From an optimization exercise on the open Yosys and OpenROAD flow, aimed at small area and a short achievable clock period; shortcuts taken in it are not production practice.
Only simulation tests tie the RTL to the original design; equivalence was not proved.

==> design.v <==
module aq_reduce_ctrl #(
  parameter  int unsigned DRAIN_TO = 64,
  localparam int unsigned GW       = 16,
  localparam int unsigned DW       = 32,
  localparam int unsigned CW       = 32
) (
  input  logic          RST_N,
  input  logic          CLK,
  input  logic [GW-1:0] CFG_ORG_X,
  input  logic [GW-1:0] CFG_ORG_Y,
  input  logic [GW-1:0] CFG_CNV_X,
  input  logic [GW-1:0] CFG_CNV_Y,
  input  logic          START,
  input  logic          ABORT,
  input  logic          S_TVALID,
  input  logic [DW-1:0] S_TDATA,
  output logic          S_TREADY,
  output logic [GW-1:0] ORG_X,
  output logic [GW-1:0] ORG_Y,
  output logic [GW-1:0] CNV_X,
  output logic [GW-1:0] CNV_Y,
  output logic          DIN_WE,
  output logic          DIN_FSYNC,
  output logic [DW-1:0] DIN,
  input  logic          DOUT_OE,
  input  logic          DOUT_LAST,
  output logic          BUSY,
  output logic          DONE,
  output logic          ERR,
  output logic [CW-1:0] OUT_CNT
);
  localparam int unsigned TW = (DRAIN_TO > 1) ? $clog2(DRAIN_TO) : 1;
  typedef enum logic [2:0] {ST_IDLE, ST_SYNC, ST_FEED, ST_DRAIN, ST_FIN} state_t;
  state_t        r_state, w_state_nxt;
  logic          r_sync_ph, w_sync_ph_nxt;
  logic [CW-1:0] r_in_cnt, w_in_cnt_nxt;
  logic [CW-1:0] r_in_total, w_in_total_nxt;
  logic [CW-1:0] r_cnv_total, w_cnv_total_nxt;
  logic [TW-1:0] r_to_cnt, w_to_cnt_nxt;
  logic [CW-1:0] r_out_cnt, w_out_cnt_nxt;
  logic          r_err, w_err_nxt;
  logic          r_done, w_done_nxt;
  logic          r_fsync, w_fsync_nxt;
  logic          r_din_we, w_din_we_nxt;
  logic [DW-1:0] r_din, w_din_nxt;
  logic          r_tready, w_tready_nxt;
  logic          r_busy, w_busy_nxt;
  logic [GW-1:0] r_org_x, r_org_y, r_cnv_x, r_cnv_y;
  logic [GW-1:0] w_org_x_nxt, w_org_y_nxt, w_cnv_x_nxt, w_cnv_y_nxt;
  logic          w_cfg_ok, w_hs, w_last_px, w_oe_en, w_drain_to, w_abort;
  logic [CW-1:0] w_out_inc;
  assign w_cfg_ok   = (CFG_CNV_X != '0) && (CFG_CNV_X <= CFG_ORG_X) &&
                      (CFG_CNV_Y != '0) && (CFG_CNV_Y <= CFG_ORG_Y);
  assign w_hs       = S_TVALID && r_tready;
  assign w_last_px  = (r_in_cnt + CW'(1)) == r_in_total;
  assign w_oe_en    = DOUT_OE && ((r_state == ST_SYNC) || (r_state == ST_FEED) ||
                                  (r_state == ST_DRAIN));
  assign w_out_inc  = r_out_cnt + CW'(w_oe_en);
  assign w_drain_to = r_to_cnt == TW'(DRAIN_TO - 1);
  assign w_abort    = ABORT && (r_state != ST_IDLE);
  always_ff @(posedge CLK or negedge RST_N) begin
    if (!RST_N) r_state <= ST_IDLE;
    else        r_state <= w_state_nxt;
  end
  always_comb begin
    w_state_nxt = r_state;
    if (w_abort) begin
      w_state_nxt = ST_IDLE;
    end else begin
      case (r_state)
        ST_IDLE:  if (START && w_cfg_ok) w_state_nxt = ST_SYNC;
        ST_SYNC:  if (r_sync_ph) w_state_nxt = ST_FEED;
        ST_FEED:  if (w_hs && w_last_px) w_state_nxt = ST_DRAIN;
        ST_DRAIN: if (DOUT_LAST || w_drain_to) w_state_nxt = ST_FIN;
        ST_FIN:   w_state_nxt = ST_IDLE;
        default:  w_state_nxt = ST_IDLE;
      endcase
    end
  end
  always_comb begin
    w_sync_ph_nxt   = r_sync_ph;
    w_in_cnt_nxt    = r_in_cnt;
    w_in_total_nxt  = r_in_total;
    w_cnv_total_nxt = r_cnv_total;
    w_to_cnt_nxt    = r_to_cnt;
    w_out_cnt_nxt   = w_out_inc;
    w_err_nxt       = r_err;
    w_done_nxt      = 1'b0;
    w_fsync_nxt     = 1'b0;
    w_din_we_nxt    = 1'b0;
    w_din_nxt       = r_din;
    w_tready_nxt    = 1'b0;
    w_busy_nxt      = w_state_nxt != ST_IDLE;
    w_org_x_nxt     = r_org_x;
    w_org_y_nxt     = r_org_y;
    w_cnv_x_nxt     = r_cnv_x;
    w_cnv_y_nxt     = r_cnv_y;
    if (w_abort) begin
      w_err_nxt = 1'b1;
    end else begin
      case (r_state)
        ST_IDLE: begin
          w_out_cnt_nxt = r_out_cnt;
          if (START) begin
            if (w_cfg_ok) begin
              w_org_x_nxt   = CFG_ORG_X;
              w_org_y_nxt   = CFG_ORG_Y;
              w_cnv_x_nxt   = CFG_CNV_X;
              w_cnv_y_nxt   = CFG_CNV_Y;
              w_err_nxt     = 1'b0;
              w_out_cnt_nxt = '0;
              w_in_cnt_nxt  = '0;
              w_sync_ph_nxt = 1'b0;
              w_fsync_nxt   = 1'b1;
            end else begin
              w_err_nxt  = 1'b1;
              w_done_nxt = 1'b1;
            end
          end
        end
        ST_SYNC: begin
          w_sync_ph_nxt = 1'b1;
          if (!r_sync_ph) begin
            w_in_total_nxt  = CW'(r_org_x) * CW'(r_org_y);
            w_cnv_total_nxt = CW'(r_cnv_x) * CW'(r_cnv_y);
          end else begin
            w_tready_nxt = 1'b1;
          end
        end
        ST_FEED: begin
          w_tready_nxt = 1'b1;
          if (w_hs) begin
            w_din_nxt    = S_TDATA;
            w_din_we_nxt = 1'b1;
            w_in_cnt_nxt = r_in_cnt + CW'(1);
            if (w_last_px) begin
              w_tready_nxt = 1'b0;
              w_to_cnt_nxt = '0;
            end
          end
        end
        ST_DRAIN: begin
          w_to_cnt_nxt = r_to_cnt + TW'(1);
          if (DOUT_LAST) begin
            w_done_nxt = 1'b1;
            if (w_out_inc != r_cnv_total) w_err_nxt = 1'b1;
          end else if (w_drain_to) begin
            w_done_nxt = 1'b1;
            w_err_nxt  = 1'b1;
          end
        end
        ST_FIN: w_out_cnt_nxt = r_out_cnt;
        default: ;
      endcase
    end
  end
  always_ff @(posedge CLK or negedge RST_N) begin
    if (!RST_N) begin
      r_sync_ph   <= 1'b0;
      r_in_cnt    <= '0;
      r_in_total  <= '0;
      r_cnv_total <= '0;
      r_to_cnt    <= '0;
      r_out_cnt   <= '0;
      r_err       <= 1'b0;
      r_done      <= 1'b0;
      r_fsync     <= 1'b0;
      r_din_we    <= 1'b0;
      r_din       <= '0;
      r_tready    <= 1'b0;
      r_busy      <= 1'b0;
      r_org_x     <= '0;
      r_org_y     <= '0;
      r_cnv_x     <= '0;
      r_cnv_y     <= '0;
    end else begin
      r_sync_ph   <= w_sync_ph_nxt;
      r_in_cnt    <= w_in_cnt_nxt;
      r_in_total  <= w_in_total_nxt;
      r_cnv_total <= w_cnv_total_nxt;
      r_to_cnt    <= w_to_cnt_nxt;
      r_out_cnt   <= w_out_cnt_nxt;
      r_err       <= w_err_nxt;
      r_done      <= w_done_nxt;
      r_fsync     <= w_fsync_nxt;
      r_din_we    <= w_din_we_nxt;
      r_din       <= w_din_nxt;
      r_tready    <= w_tready_nxt;
      r_busy      <= w_busy_nxt;
      r_org_x     <= w_org_x_nxt;
      r_org_y     <= w_org_y_nxt;
      r_cnv_x     <= w_cnv_x_nxt;
      r_cnv_y     <= w_cnv_y_nxt;
    end
  end
  assign S_TREADY  = r_tready;
  assign ORG_X     = r_org_x;
  assign ORG_Y     = r_org_y;
  assign CNV_X     = r_cnv_x;
  assign CNV_Y     = r_cnv_y;
  assign DIN_WE    = r_din_we;
  assign DIN_FSYNC = r_fsync;
  assign DIN       = r_din;
  assign BUSY      = r_busy;
  assign DONE      = r_done;
  assign ERR       = r_err;
  assign OUT_CNT   = r_out_cnt;
endmodule
==> run.sh <==
#!/bin/bash
# synth_recipe.tcl (not shown) runs the flow's synth.tcl, then flattens the netlist and writes it again
# the make line also repeats each setting of config.mk as NAME=value (left out here)
make -C /OpenROAD-flow-scripts/flow DESIGN_CONFIG=/design/flow/config.mk WORK_HOME=/design/flow/orfs CLKGATE_MAP_FILE= SYNTH_SCRIPT=/design/flow/synth_recipe.tcl finish
==> config.mk <==
export PLATFORM = sky130hd
export DESIGN_NAME = aq_reduce_ctrl
export DESIGN_NICKNAME = aq_reduce_ctrl
export VERILOG_FILES = /design/flow/design.v
export SDC_FILE = /design/flow/constraint.sdc
export NUM_CORES = 4
export LEC_CHECK = 0
export CAP_MARGIN = 20
export CORE_MARGIN = 2
export CORE_UTILIZATION = 40
export SLEW_MARGIN = 20
==> constraint.sdc <==
create_clock -name core_clock -period 8.0 [get_ports {CLK}]
set_input_delay 1.6000 -clock core_clock [delete_from_list [all_inputs] [get_ports {CLK}]]
set_output_delay 1.6000 -clock core_clock [all_outputs]
set_load 0.01 [all_outputs]
==> notes.md <==
==> flip-flops by register name, summed over array words and instances (netlist names), 3 cells and up <==
name / flops
r_org_y: 16
r_din: 32
r_cnv_y: 16
r_org_x: 16
r_in_total: 32
r_to_cnt: 6
r_cnv_x: 16
r_out_cnt: 32
r_in_cnt: 32
r_cnv_total: 32
r_state: 3
==> synthesized netlist by cell type (3+ instances only) <==
master       n
nand2_1    678
or4_1        7
buf_2        6
o21bai_1     7
a21oi_1     95
nand3_1     46
a211o_1      3
nor2b_1     13
nor2_1     105
a31o_2       3
o2111ai_1    3
ha_1       244
a31oi_1     22
a21boi_0     4
nor4_1      22
nand4_1     31
buf_1        4
dfrtp_1    240
nor3b_1      5
xor2_1      53
o31ai_1     36
fa_1       388
or2_2        7
mux2i_1      5
nor3_2       3
a21o_1      33
nand2b_1    12
or3_1        8
o211ai_1     4
inv_1      502
clkbuf_1   140
nor3_1      22
and3_1      24
xnor2_1     94
a211oi_1    15
o21ai_0    216
and2_1     252
o21a_1      13
o41ai_1      4
and4_1      11
==> cell families (layout without fill, tap and decap cells) <==
group,after synthesis,after routing
multiplexers,6,6
XOR/XNOR,147,147
flip-flops,240,240
adder cells (fa/ha/maj),632,632
buffers and inverters,656,835
AND/OR/NAND/NOR,1260,1260
AO/OA/AOI/OAI,479,479
==> metal layers <==
metal,up-vias,global-route usage,wire (µm)
met3,68,0.02993,4684
met4,0,0.03400,1201
met1,11230,0.3287,40510
met5,-,0,0
met2,639,0.3339,34780
li1,11160,-,-
==> placed cells by master (no fill, tap or decap), types with 5 or more instances in the layout <==
cell and n:
a211oi_1 15, a21o_1 33, a21oi_1 93, a31oi_1 22
and2_1 252, and3_1 24, and4_1 11, buf_4 37
clkbuf_16 31, clkbuf_8 9, clkdlybuf4s50_1 235, dfrtp_1 240
fa_1 388, ha_1 244, inv_1 502, mux2i_1 5
nand2_1 678, nand2b_1 12, nand3_1 45, nand4_1 31
nor2_1 105, nor2b_1 13, nor3_1 22, nor3b_1 5
nor4_1 22, o21a_1 13, o21ai_0 216, o21bai_1 7
o31ai_1 36, or2_2 7, or3_1 8, or4_1 6
xnor2_1 94, xor2_1 53
==> area by class of cell <==
type                            instances  area share
Inverter                              504     0.05588
Clock inverter                         16    0.006615
Timing Repair Buffer                  273     0.07813
Clock buffer                           42     0.02679
Sequential cell                       240      0.1774
Tap cell                              959     0.03544
Multi-Input combinational cell       2524      0.6197
==> worst register-to-register path: stages, from the launching register on <==
cell and delay [ns]:
dfrtp_1 0.67, and2_1 0.34, fa_1 0.54, inv_1 0.05, fa_1 0.47, fa_1 0.50
fa_1 0.54, inv_1 0.05, fa_1 0.47, inv_1 0.05, fa_1 0.48, inv_1 0.05
ha_1 0.33, and3_1 0.23, a31oi_1 0.22, a21oi_1 0.12, o21ai_0 0.42, a31oi_1 0.22
o31ai_1 0.43, nand2_1 0.10, a311o_1 0.36, mux2_2 0.26
==> path summary, 6_finish.rpt <==
path / depth (start not counted) / end / startpoint / slack (ns)
max: 21 / r_cnv_total[29]$_DFFE_PN0P_ / r_cnv_x[7]$_DFFE_PN0P_ / 0.99
max in group asynchronous: 2 / r_org_y[1]$_DFFE_PN0P_ / RST_N / 5.66
min in group asynchronous: 1 / r_out_cnt[14]$_DFFE_PN0P_ / RST_N / 0.93
min reg2reg: 2 / r_din[14]$_DFFE_PN0P_ / r_din[14]$_DFFE_PN0P_ / 0.47
max reg2reg: 21 / r_cnv_total[29]$_DFFE_PN0P_ / r_cnv_x[7]$_DFFE_PN0P_ / 0.99
min: 2 / r_din[14]$_DFFE_PN0P_ / r_din[14]$_DFFE_PN0P_ / 0.47
==> per-stage QoR <==
step / instance area [µm²] / hold slack [ns] / std cells
2_1_floorplan: 29430 / 0.4596 / 3420
3_3_place_gp: 32720 / 0.4566 / 4500
3_5_place_dp: 32720 / 0.4613 / 4500
4_1_cts: 33860 / 0.4762 / 4558
5_1_grt: 33860 / 0.4931 / 4558
6_report: 33860 / 0.4719 / 4558
==> impl_metrics.py <==
metrics = {
    "run_status": {
        "status": "timing/DRC/antenna clean",
    },
    "floorplanning": {
        "die_h_um": 275.3,
        "placeableCoreArea_um2": 72960,
        "dieArea_um2": 75770,
        "ios": 237,
        "start_util": 0.4034,
        "rows": 99,
        "die_w_um": 275.3,
    },
    "setup_path": {
        "critical_path_class": "register to register",
        "cp_slowest_cell": "dfrtp_1",
        "critPathLaunchType": "register",
        "crit_path_frequent_cell": "fa_1",
        "max_stage_delay_ns": 0.67,
        "path_buf_inv": 4,
        "required_ns": 8.49,
        "critPathTopFamily": "adder cells",
        "path_cells": "and2_1 > fa_1 > inv_1 > fa_1 > fa_1 > fa_1 > inv_1 > fa_1 > inv_1 > fa_1 > inv_1 > ha_1 > and3_1 > a31oi_1 > a21oi_1 > o21ai_0 > a31oi_1 > o31ai_1 > nand2_1 > a311o_1 > mux2_2",
        "cp_data_arrival_time_ns": 7.50,
        "crit_path_end_kind": "register",
        "crit_fanout": 18,
    },
    "final_layout": {
        "area_growth_pct": 15.02,
        "multi_input_area_um2": 20980,
        "fill_cells": 7139,
        "diodes": 0,
        "drive_above_1_share": 0.03334,
        "regArea_um2": 6006,
        "fin_util": 0.4640,
        "final_nets": 4309,
    },
    "global_routing": {
        "gr-total-overflow": 0,
        "antenna_found_initial": 0,
        "grt_max_degree": 111,
        "grt_util_all_layers": 0.2167,
        "grt_pass1_vias": 23060,
        "grt_pass1_wl_um": 130200,
    },
    "place": {
        "dp_hpwl_um": 62970,
        "place.gp.congestion": 0.9410,
        "preCtsSetupSlack_ns": 0.9849,
        "io_buffers": 236,
    },
    "detailed_routing": {
        "ant_nets": 0,
        "route.detailed.drc": 0,
        "drt_wl_total_um": 81180,
        "first_pass_iters": 5,
        "via_count": 23090,
        "dr.first_iter.drc_count": 1579,
        "viasPerCell": 5.066,
        "wire_per_inst_um": 17.81,
    },
    "cts": {
        "clockBufferDepth": 3,
        "hold_buffers": 0,
        "cts_resized": 0,
        "htree_levels": 1,
        "cts_buffers": 31,
        "cts_setup_buffers": 0,
        "path_clk_slew_ns": 0.06,
        "cts_tree": "yes",
        "insertion_delay_ns": 0.61,
        "cts.sinks": 240,
        "root_buffer": "clkbuf_16",
    },
    "synth": {
        "synth_fa_ha_area_frac": 0.3676,
        "yosys.area.top_type": "fa_1",
        "yosys_warnings": 1,
        "yosys.area_share.simple": 0.2022,
        "muxShareOfSynthArea": 0.002083,
        "syn-num-nets": 4155,
        "synth_top_family_by_area": "adder cells",
        "synth_area_leaders": "fa_1, dfrtp_1, ha_1",
        "ys_seq_area_frac": 0.2040,
        "syn_area_um2": 29430,
        "synth-xor-area-share": 0.04374,
        "synth_top_area_share": 0.2639,
        "ys.flop_type": "dfrtp_1",
        "synth_cell_types": 72,
        "synth_seq_cells": 240,
        "syn_inst": 3420,
        "synth-edff-count": 0,
        "async_flop_share": 1.000,
        "avgSynthCellArea_um2": 8.606,
        "synth_compound_gate_area_share": 0.09616,
    },
    "sta": {
        "hold_viol": 0,
        "min_period_ns": 7.014,
        "skew_ns": 0.02344,
        "relSlewSlack": 0.2844,
        "period_share": 0.8768,
        "rsz0062_at_grt": "false",
        "fmax_mhz": 142.6,
        "tightest_slew_ns": 1.073,
        "setup-violations-final": 0,
        "final_max_slew_viol_count": 0,
        "setup_tns_ns": 0,
        "setup_slack_ns": 0.9855,
    },
    "flow_run": {
        "maxCapViolations": 0,
    },
    "hold_path": {
        "hp-class": "register to register",
    },
}

-- separate check: timing with driven ports --
No port has a modelled driver above. Below, the same layout with a new extraction and two added sets of constraints.
Step 1 (the two cells are an assumption about what drives the block):
set clk [get_ports {CLK}]
set_driving_cell -lib_cell sky130_fd_sc_hd__clkbuf_16 $clk
set_driving_cell -lib_cell sky130_fd_sc_hd__buf_2 [delete_from_list [all_inputs] $clk]
Step 2, shift: input delay + t, output delay - t, t = (earliest + latest rising clock arrival at the registers) / 2. This alone moves slack from input paths to output paths.
Slacks: no drivers / after step 1 / after step 2; pairs: no drivers / after step 1.
t, ns: 0.655
setup WS [ns]: 0.986 / 0.986 / 0.986
worst hold slack (ns): 0.472 / 0.472 / 0.472
clock arrival spread, ns: 0.025 / 0.025
worst slew at a driven data input, ns: 0.08
After both steps setup and hold are still met in this run. The setup slack of this run moves by 0.000 ns with the drivers and by 0.000 ns with both steps.
